Background: an optimization exercise with open tools, aiming at small area. Do not read the settings as production practice.
Only simulation tests tie the RTL to the original design; equivalence was not proved.
The clock port is modelled as an ideal driver; clocking choices that lean on that would not hold on a real chip.
No activity file was given, so power comes from the tool's default toggle rates.

Setup of the reference run:
// muldiv_unit
module muldiv_unit (
	input  logic                                   clk,
	input  logic                                   rst,
	input  logic                                   start,
	input  muldiv_pkg::md_op_e                     op,
	input  logic                                   signed_mode,
	input  logic [1:0]                             src1_sel,
	input  logic [1:0]                             src2_sel,
	input  muldiv_pkg::md_word_t [4-1:0]    src_regs,
	output muldiv_pkg::md_word_t                   result,
	output logic                                   done,
	output logic                                   div_by_zero
);
export LEC_CHECK = 0
export ABC_AREA = 1
export CAP_MARGIN = 20
export CORE_MARGIN = 2
export CORE_UTILIZATION = 40
export SLEW_MARGIN = 20
create_clock -name core_clock -period 8.0 [get_ports {clk}]
standard.sh (not shown) runs the stock make flow with config.mk's settings and CLKGATE_MAP_FILE= SYNTH_SCRIPT=/design/flow/synth_recipe.tcl, a recipe that flattens the netlist after the stock synthesis.
==> flow/flow/run.sh <==
#!/bin/bash
# Standard ORFS layout with smaller port buffers and a clock tree without dummy loads.
set -euo pipefail
cd "$(dirname "$0")/.."
export BUFFER_PORTS_ARGS="-buffer_cell sky130_fd_sc_hd__buf_1"
export CTS_ARGS="-sink_clustering_enable -repair_clock_nets -buf_list sky130_fd_sc_hd__clkbuf_8 -sink_clustering_size 12 -sink_clustering_max_diameter 50 -dont_use_dummy_load"
bash standard.sh synth > synth.log 2>&1
bash standard.sh > layout.log 2>&1
The reference run finished every step from synthesis to the final layout, and the layout passed the timing, DRC and antenna checks.
What the trial run does differently from the reference run at the input level:
==> flow/run.sh (new file) <==
#!/bin/bash
# synth_recipe.tcl (not shown) runs the flow's synth.tcl, then flattens the netlist and writes it again
# the make line also repeats each setting of config.mk as NAME=value (left out here)
make -C /OpenROAD-flow-scripts/flow DESIGN_CONFIG=/design/flow/config.mk WORK_HOME=/design/flow/orfs CLKGATE_MAP_FILE= SYNTH_SCRIPT=/design/flow/synth_recipe.tcl finish
removed: flow/flow/run.sh
removed: flow/standard.sh
### Flow results
The trial run has arrival time of the worst setup path above what the reference run had.
Non-clock buffer count, the trial run vs the reference run: up by more than 10%
Re combinational power: the trial run and the reference run aren't equal, and the higher value belongs to the trial run.
Compare the trial run and the reference run | clock share of power lower: the reference run
[compare] base=the reference run new=the trial run: design area has increased, fraction of area in registers went down by 1.8 points.
Summary of the trial run over the reference run: remaining routing DRC violations did not really move, final cycle utilization of the critical path went up, standby leakage power went up.
Relative to the reference run, layout overhead on the synthesized area has increased by 7.4 points in the trial run.

* * *

Starting RTL as in the previous note.
clock: 8.0 ns
lec_check: 0
abc_area: 1
cap_margin: 20
core_margin: 2
core_utilization: 65
slew_margin: 20
==> flow/flow/run.sh <==
#!/bin/bash
# Standard ORFS layout with smaller port buffers and a clock tree without dummy loads.
set -euo pipefail
cd "$(dirname "$0")/.."
export BUFFER_PORTS_ARGS="-buffer_cell sky130_fd_sc_hd__buf_1"
export CTS_ARGS="-sink_clustering_enable -repair_clock_nets -buf_list sky130_fd_sc_hd__clkbuf_8 -sink_clustering_size 12 -dont_use_dummy_load"
bash standard.sh synth > synth.log 2>&1
bash standard.sh > layout.log 2>&1
Edit:
==> flow/flow/run.sh (replaced) <==
#!/bin/bash
# Standard ORFS layout with smaller port buffers and a clock tree without dummy loads.
set -euo pipefail
cd "$(dirname "$0")/.."
export BUFFER_PORTS_ARGS="-buffer_cell sky130_fd_sc_hd__buf_1"
export CTS_ARGS="-sink_clustering_enable -repair_clock_nets -buf_list sky130_fd_sc_hd__clkbuf_8 -sink_clustering_size 12 -sink_buffer_max_cap_derate 0.7 -dont_use_dummy_load"
bash standard.sh synth > synth.log 2>&1
bash standard.sh > layout.log 2>&1
- CORE_UTILIZATION: 65 -> 40
=> The changed run ran to the end with no violations. Count of clock-buffer cells in the layout stays the same. Utilization decreases by 26 points. Power increases slightly. Global-route usage decreases by 9.7 points. Combinational power hardly moves. Wire length increases by roughly a tenth. Final area increases slightly. Synthesized cell count does not change. First-iteration DRC count increases by about a fifth. Die area increases by well over a third.
Edit:
==> flow/flow/run.sh (replaced) <==
#!/bin/bash
# Standard ORFS layout with smaller port buffers and a clock tree without dummy loads.
set -euo pipefail
cd "$(dirname "$0")/.."
export BUFFER_PORTS_ARGS="-buffer_cell sky130_fd_sc_hd__buf_1"
export RECOVER_POWER=100
export CTS_ARGS="-sink_clustering_enable -repair_clock_nets -buf_list sky130_fd_sc_hd__clkbuf_8 -sink_clustering_size 12 -dont_use_dummy_load"
bash standard.sh synth > synth.log 2>&1
bash standard.sh > layout.log 2>&1
=>
- The changed run finished with timing, DRC and antenna clean
- via count barely changes
- wire length barely changes
- cell area falls by about 0.36%
- core utilization came out lower by 0.16 points
- power hardly moves
- clock skew stays flat
- die area stays the same
- hold slack barely changes
- combinational power is about the same
Edit:
- CORE_UTILIZATION: 40 -> 65
The new run went through all stages and came out clean.
Clock skew rose by 0.0031 ns.
Setup slack loses 0.066 ns.
Hold slack got worse by 0.010 ns.
Global-route usage increases by 9.7 points.
Flip-flop and latch count does not change.
First-iteration DRC count goes down by 3.2%.

* * *

v45:
The RTL this note starts from:
==> flow/design.v <==
`default_nettype none
package muldiv_pkg;
	typedef enum logic [1:0] {
		op_shl = 2'd0,
		op_mul = 2'd1,
		op_div = 2'd2,
		op_shr = 2'd3
	} md_op_e;
	typedef logic [16-1:0] md_word_t;
endpackage
`default_nettype wire
`default_nettype none
module operand_issue (
	input  logic                                   start,
	input  muldiv_pkg::md_op_e                     op,
	input  logic                                   signed_mode,
	input  logic [1:0]                             src1_sel,
	input  logic [1:0]                             src2_sel,
	input  muldiv_pkg::md_word_t [4-1:0]    src_regs,
	output logic                                   valid,
	output logic                                   is_div,
	output logic                                   cin,
	output logic                                   neg,
	output muldiv_pkg::md_word_t                   opa,
	output muldiv_pkg::md_word_t                   opq
);
	localparam int W = 16;
	muldiv_pkg::md_word_t x;
	muldiv_pkg::md_word_t y;
	muldiv_pkg::md_word_t pow2;
	logic sdiv;
	logic sx;
	logic sy;
	logic use_y;
	logic inv;
	logic [W-1:0] low_nz;
	assign x = src_regs[src1_sel];
	assign y = src_regs[src2_sel];
	always_comb begin
		pow2 = '0;
		pow2[{1'b0, y[2:0]} + 4'd1] = 1'b1;
	end
	assign sdiv = signed_mode & (op == muldiv_pkg::op_div);
	assign sx = sdiv & x[W-1];
	assign sy = sdiv & y[W-1];
	assign low_nz[0] = 1'b0;
	for (genvar i = 1; i < W; i++) begin : g_nz
		assign low_nz[i] = |x[i-1:0];
	end
	assign valid = start;
	assign is_div = op[1];
	assign cin = op[1] & ~sy;
	assign neg = sx ^ sy;
	assign use_y = op[0] ^ op[1];
	assign inv = op[1] & ~sy;
	assign opa = {W{inv}} ^ (use_y ? y : pow2);
	assign opq = x ^ (low_nz & {W{sx}});
endmodule
`default_nettype wire
`default_nettype none
module muldiv_step #(
	parameter int ROW = 0
) (
	input  logic                 is_div,
	input  logic                 cin,
	input  logic [ROW:0]         p_in,      
	input  muldiv_pkg::md_word_t opa,
	input  muldiv_pkg::md_word_t opq_in,
	output logic [ROW:0]         p_out,
	output muldiv_pkg::md_word_t opq_out
);
	localparam int W = 16;
	localparam int QB = W - 1 - ROW;
	logic t;
	logic [ROW:0] in1;
	logic [ROW:0] sum;
	logic [ROW+1:0] c;
	logic upper_ones;
	logic sel;
	assign t = opq_in[QB];
	if (ROW == 0) begin : g_in0
		assign in1 = is_div & t;
	end else begin : g_in
		assign in1 = {p_in[ROW:1], is_div & t};
	end
	if (ROW + 1 <= 0) begin : g_ripple
		assign c[0] = cin;
		for (genvar i = 0; i <= ROW; i++) begin : g_fa
			assign sum[i] = in1[i] ^ opa[i] ^ c[i];
			assign c[i+1] = (in1[i] & opa[i]) | (in1[i] & c[i]) | (opa[i] & c[i]);
		end
	end else begin : g_prefix
		localparam int N = ROW + 1;
		localparam int L = (N > 8) ? 4 : (N > 4) ? 3 : (N > 2) ? 2 : 1;
		logic [N-1:0] pp;
		logic [N-1:0] gg [0:L];
		logic [N-1:0] pr [0:L];
		assign pp = in1 ^ opa[ROW:0];
		always_comb begin
			gg[0] = in1 & opa[ROW:0];
			pr[0] = pp;
		end
		for (genvar l = 0; l < L; l++) begin : g_lvl
			for (genvar i = 0; i < N; i++) begin : g_node
				if (((i >> l) & 1) == 1) begin : g_comb
					localparam int K = ((i >> l) << l) - 1;
					assign gg[l+1][i] = gg[l][i] | (pr[l][i] & gg[l][K]);
					assign pr[l+1][i] = pr[l][i] & pr[l][K];
				end else begin : g_pass
					assign gg[l+1][i] = gg[l][i];
					assign pr[l+1][i] = pr[l][i];
				end
			end
		end
		assign c[0] = cin;
		assign c[N:1] = gg[L] | (pr[L] & {N{cin}});
		assign sum = pp ^ c[ROW:0];
	end
	if (ROW == W - 1) begin : g_top
		assign upper_ones = 1'b1;
	end else begin : g_up
		assign upper_ones = &opa[W-1:ROW+1];
	end
	assign sel = is_div ? (c[ROW+1] & upper_ones) : t;
	if (ROW == W - 1) begin : g_last
		assign p_out = t ? sum : in1;
	end else begin : g_mid
		assign p_out = sel ? sum : in1;
	end
	always_comb begin
		opq_out = opq_in;
		opq_out[QB] = sel;
	end
endmodule
`default_nettype wire
`default_nettype none
module result_collect (
	input  logic                  clk,
	input  logic                  rst,
	input  logic                  valid,
	input  logic                  is_div,
	input  logic                  cin,
	input  logic                  neg,
	input  muldiv_pkg::md_word_t  opa,
	input  muldiv_pkg::md_word_t  prod,
	input  muldiv_pkg::md_word_t  quot,
	output muldiv_pkg::md_word_t  result,
	output logic                  done,
	output logic                  div_by_zero
);
	muldiv_pkg::md_word_t value_d;
	logic dbz;
	muldiv_pkg::md_word_t res_q;
	logic done_q;
	logic dbz_q;
	logic neg_q;
	assign dbz = is_div & cin & (&opa);
	assign value_d = is_div ? quot : prod;
	always_ff @(posedge clk or posedge rst) begin
		if (rst) begin
			res_q <= '0;
			neg_q <= 1'b0;
			done_q <= 1'b0;
			dbz_q <= 1'b0;
		end else begin
			done_q <= valid;
			dbz_q <= valid & dbz;
			if (valid) begin
				res_q <= value_d;
				neg_q <= neg & ~dbz;
			end
		end
	end
	assign result = neg_q ? -res_q : res_q;
	assign done = done_q;
	assign div_by_zero = dbz_q;
endmodule
`default_nettype wire
`default_nettype none
module muldiv_unit (
	input  logic                                   clk,
	input  logic                                   rst,
	input  logic                                   start,
	input  muldiv_pkg::md_op_e                     op,
	input  logic                                   signed_mode,
	input  logic [1:0]                             src1_sel,
	input  logic [1:0]                             src2_sel,
	input  muldiv_pkg::md_word_t [4-1:0]    src_regs,
	output muldiv_pkg::md_word_t                   result,
	output logic                                   done,
	output logic                                   div_by_zero
);
	localparam int W = 16;
	localparam logic [W-1:0] CUT = 16'b0001001001000100;
	logic [W:0]   valid_s;
	logic [W:0]   is_div_s;
	logic [W:0]   cin_s;
	logic [W:0]   neg_s;
	muldiv_pkg::md_word_t p_s   [0:W];
	muldiv_pkg::md_word_t opa_s [0:W];
	muldiv_pkg::md_word_t opq_s [0:W];
	operand_issue i_operand_issue (
		.start       (start),
		.op          (op),
		.signed_mode (signed_mode),
		.src1_sel    (src1_sel),
		.src2_sel    (src2_sel),
		.src_regs    (src_regs),
		.valid       (valid_s[0]),
		.is_div      (is_div_s[0]),
		.cin         (cin_s[0]),
		.neg         (neg_s[0]),
		.opa         (opa_s[0]),
		.opq         (opq_s[0])
	);
	assign p_s[0] = '0;
	for (genvar j = 0; j < W; j++) begin : g_row
		logic [j:0] p_in;
		logic [j:0] p_out;
		muldiv_pkg::md_word_t p_d;
		muldiv_pkg::md_word_t opq_d;
		if (j == 0) begin : g_p0
			assign p_in = 1'b0;
		end else begin : g_p
			assign p_in = {p_s[j][j-1:0], 1'b0};
		end
		muldiv_step #(
			.ROW (j)
		) i_muldiv_step (
			.is_div  (is_div_s[j]),
			.cin     (cin_s[j]),
			.p_in    (p_in),
			.opa     (opa_s[j]),
			.opq_in  (opq_s[j]),
			.p_out   (p_out),
			.opq_out (opq_d)
		);
		always_comb begin
			p_d = '0;
			p_d[j:0] = p_out;
		end
		if (CUT[j]) begin : g_reg
			logic valid_q;
			logic is_div_q;
			logic cin_q;
			logic neg_q;
			logic [j:0] p_q;
			muldiv_pkg::md_word_t opa_q;
			muldiv_pkg::md_word_t opq_q;
			always_ff @(posedge clk or posedge rst) begin
				if (rst) begin
					valid_q <= 1'b0;
				end else begin
					valid_q <= valid_s[j];
				end
			end
			always_ff @(posedge clk) begin
				is_div_q <= is_div_s[j];
				cin_q <= cin_s[j];
				neg_q <= neg_s[j];
				p_q <= p_out;
				opa_q <= opa_s[j];
				opq_q <= opq_d;
			end
			assign valid_s[j+1] = valid_q;
			assign is_div_s[j+1] = is_div_q;
			assign cin_s[j+1] = cin_q;
			assign neg_s[j+1] = neg_q;
			always_comb begin
				p_s[j+1] = '0;
				p_s[j+1][j:0] = p_q;
			end
			assign opa_s[j+1] = opa_q;
			assign opq_s[j+1] = opq_q;
		end else begin : g_wire
			assign valid_s[j+1] = valid_s[j];
			assign is_div_s[j+1] = is_div_s[j];
			assign cin_s[j+1] = cin_s[j];
			assign neg_s[j+1] = neg_s[j];
			assign p_s[j+1] = p_d;
			assign opa_s[j+1] = opa_s[j];
			assign opq_s[j+1] = opq_d;
		end
	end
	result_collect i_result_collect (
		.clk         (clk),
		.rst         (rst),
		.valid       (valid_s[W]),
		.is_div      (is_div_s[W]),
		.cin         (cin_s[W]),
		.neg         (neg_s[W]),
		.opa         (opa_s[W]),
		.prod        (p_s[W]),
		.quot        (opq_s[W]),
		.result      (result),
		.done        (done),
		.div_by_zero (div_by_zero)
	);
endmodule
`default_nettype wire
export LEC_CHECK = 0
export CAP_MARGIN = 5
export CORE_MARGIN = 2
export CORE_UTILIZATION = 65
export SLEW_MARGIN = 5
create_clock -name core_clock -period 8.0 [get_ports {clk}]
==> flow/flow/run.sh <==
#!/bin/bash
# Standard ORFS layout with smaller port buffers, a clock tree of clkbuf_8
# without dummy loads (heavily loaded clock buffers upsized after CTS), and
# power recovery on non-critical gates.
set -euo pipefail
cd "$(dirname "$0")/.."
W=$(pwd)
export BUFFER_PORTS_ARGS="-buffer_cell sky130_fd_sc_hd__buf_1"
export CTS_ARGS="-sink_clustering_enable -repair_clock_nets -buf_list sky130_fd_sc_hd__clkbuf_8 -dont_use_dummy_load"
export POST_CTS_TCL="$W/flow/post_cts.tcl"
export RECOVER_POWER=100
bash standard.sh synth > synth.log 2>&1
bash standard.sh > layout.log 2>&1
==> flow/flow/post_cts.tcl <==
# Upsize clock buffers that drive many flip-flops, to keep the clock slew low.
set n_up 0
foreach inst [[ord::get_db_block] getInsts] {
  set master [[$inst getMaster] getName]
  if { $master eq "sky130_fd_sc_hd__clkbuf_8" } {
    set net [[$inst findITerm X] getNet]
    if { $net ne "NULL" } {
      set loads [expr { [llength [$net getITerms]] - 1 }]
      if { $loads > 14 } {
        replace_cell [$inst getName] sky130_fd_sc_hd__clkbuf_16
        incr n_up
      }
    }
  }
}
puts "post_cts: upsized $n_up clock buffers"
if { $n_up > 0 } {
  detailed_placement
  check_placement -verbose
  estimate_parasitics -placement
}
> inputs changed (v45 -> v51)
Settings: a change of CAP_MARGIN from 5 to 20; a change of SLEW_MARGIN from 5 to 20; a change of CORE_UTILIZATION from 65 to 40.
==> flow/flow/run.sh <==
#!/bin/bash
# Standard ORFS layout with smaller port buffers and a clock tree without dummy loads.
set -euo pipefail
cd "$(dirname "$0")/.."
export BUFFER_PORTS_ARGS="-buffer_cell sky130_fd_sc_hd__buf_1"
export CTS_ARGS="-sink_clustering_enable -repair_clock_nets -buf_list {sky130_fd_sc_hd__clkbuf_8 sky130_fd_sc_hd__clkbuf_16} -sink_clustering_size 12 -dont_use_dummy_load"
bash standard.sh synth > synth.log 2>&1
bash standard.sh > layout.log 2>&1
removed: flow/flow/post_cts.tcl
Results
STATUS clock period minus worst slack: v51 wins against v45. v51: design area is 470 um2 higher than what v45 reported. On power: between v51 and v45, it ends up higher for v51. | critical path depth | v51 vs v45 | 1 lower |. Compared to v45, v51 has non-clock buffer count about 7% higher. v45 tops out at a lower clock frequency than v51. Status: synthesized instance count parity (v45, v51).
Relative to v51, the following input files were edited for v24:
Settings: CORE_UTILIZATION now 65, was 40; TNS_END_PERCENT now 0, previously not set.
==> flow/flow/run.sh <==
#!/bin/bash
# Standard ORFS layout with smaller port buffers, a clock tree of clkbuf_8
# without dummy loads (heavily loaded clock buffers upsized after CTS), and
# power recovery on non-critical gates.
set -euo pipefail
cd "$(dirname "$0")/.."
W=$(pwd)
export BUFFER_PORTS_ARGS="-buffer_cell sky130_fd_sc_hd__buf_1"
export CTS_ARGS="-sink_clustering_enable -repair_clock_nets -buf_list sky130_fd_sc_hd__clkbuf_8 -dont_use_dummy_load"
export POST_CTS_TCL="$W/flow/post_cts.tcl"
export RECOVER_POWER=100
bash standard.sh synth > synth.log 2>&1
bash standard.sh > layout.log 2>&1
==> flow/flow/post_cts.tcl (new file) <==
# Upsize clock buffers that drive many flip-flops, to keep the clock slew low.
set n_up 0
foreach inst [[ord::get_db_block] getInsts] {
  set master [[$inst getMaster] getName]
  if { $master eq "sky130_fd_sc_hd__clkbuf_8" } {
    set net [[$inst findITerm X] getNet]
    if { $net ne "NULL" } {
      set loads [expr { [llength [$net getITerms]] - 1 }]
      if { $loads > 14 } {
        replace_cell [$inst getName] sky130_fd_sc_hd__clkbuf_16
        incr n_up
      }
    }
  }
}
puts "post_cts: upsized $n_up clock buffers"
if { $n_up > 0 } {
  detailed_placement
  check_placement -verbose
  estimate_parasitics -placement
}
- Endpoint of the most critical setup path: g_row[6].g_reg.p_q[5] -> v24, g_row[6].g_reg.p_q[6] -> v51
- The sequential share of power reported for v24 is greater than that of v51 by 0.8 points.
- v24 — final non-filler cell area about 3.3% lower, v51 as reference
- Lower total power goes to v24 over v51.
Input changes introduced in v3 (baseline for comparison: v24):
Settings: removing TNS_END_PERCENT (formerly 0).
[summary]
Reported for v24 and v3, fraction of area in registers turned out identical to the last digit. Path length in cells of the critical path came out exactly the same in v24 and v3. v24 → v3: path depth of the worst reg2reg path essentially unchanged, post-route setup TNS about even, worst setup slack roughly the same, total power essentially unchanged, horizontal die dimension saw little to no change. Flip-flop and latch count: v24 vs v3 identical.
Changes in v59 relative to v3:
==> flow/flow/run.sh <==
#!/bin/bash
# Standard ORFS layout with smaller port buffers, a clock tree of clkbuf_8
# without dummy loads (heavily loaded clock buffers upsized after CTS).
set -euo pipefail
cd "$(dirname "$0")/.."
W=$(pwd)
export BUFFER_PORTS_ARGS="-buffer_cell sky130_fd_sc_hd__buf_1"
export CTS_ARGS="-sink_clustering_enable -repair_clock_nets -buf_list sky130_fd_sc_hd__clkbuf_8 -dont_use_dummy_load"
export POST_CTS_TCL="$W/flow/post_cts.tcl"
bash standard.sh synth > synth.log 2>&1
bash standard.sh > layout.log 2>&1
Findings:
On sequential group power, v3 tracks v59 almost exactly.
Proportion of power drawn by combinational gates: v59 vs v3 — no meaningful difference
From v59 to v3, maximum number of pins on one net before global-route repair did not move at all.
~same sequential power share in v3 and v59
v59 finished end to end and its layout was clean on timing, DRC and antenna.
The sum of internal, switching and leakage power on v3 is in line with that on v59.
Any difference in minimum hold slack between v59 and v3 is small enough to ignore.
The inputs of v56 differ from those of v59 as listed below.
Settings: CORE_UTILIZATION: 65 -> 80.
==> comparison <==
Measured against each other, v56 and v59 differ in wire length of the first global-routing pass, the higher figure coming from v56. Compared with v59, vias per cell in v56 increased by more than 10%. Diff v59..v56 | number of stages on the worst hold path | unchanged. v59 → v56: worst setup slack decreased 0.31 ns, area of all placed cells without fillers essentially unchanged, well-tap cell count decreased 49, wire length increased 3.8 mm, sequential element share of the synthesized area essentially unchanged. Diff v59 -> v56 | switching power total | up by a few percent. In the metrics for v56 and v59, the one carrying the higher relative area change from synthesis to final layout is v59.

static timing again, ports no longer ideal:
How much do the figures lean on ideal ports? The routed layouts below were timed once more, with nothing changed but the port constraints.
Step 1 sets driving cells, clkbuf_16 on the clock port and buf_2 on the other inputs (assumed; they add their load-dependent delay and slew).
Step 2, shift: input delay + t, output delay - t, t = (earliest + latest rising clock arrival at the registers) / 2. This alone moves slack from input paths to output paths.
Slacks: no drivers / after step 1 / after step 2; pairs: no drivers / after step 1.
| run | t, ns | setup slack, ns | worst setup path after step 2 |
|---|---|---|---|
| the reference run | 0.492 | 0.715 / 0.715 / 0.312 | input to register |
| the trial run | 0.492 | 0.688 / 0.702 / 0.219 | input to register |
| the first run of note 2 | 0.478 | 0.671 / 0.671 / 0.443 | input to register |
| the second run of note 2 | 0.492 | 0.715 / 0.715 / 0.312 | input to register |
| the third run of note 2 | 0.490 | 0.529 / 0.548 / 0.058 | input to register |
| the fourth run of note 2 | 0.480 | 0.463 / 0.487 / 0.007 | input to register |
| v45 | 0.432 | 0.543 / 0.543 / 0.395 | input to register |
| v51 | 0.463 | 0.622 / 0.622 / 0.622 | register to register |
| v24 | 0.432 | 0.543 / 0.543 / 0.395 | input to register |
| v3 | 0.432 | 0.543 / 0.543 / 0.395 | input to register |
| v59 | 0.434 | 0.546 / 0.546 / 0.546 | register to register |
| v56 | 0.431 | 0.235 / 0.235 / 0.235 | register to register |
After both steps every run listed still meets setup and hold. For the third run of note 2, which loses most, drivers alone change the setup slack by +0.019 ns; drivers and shift together by -0.471 ns.
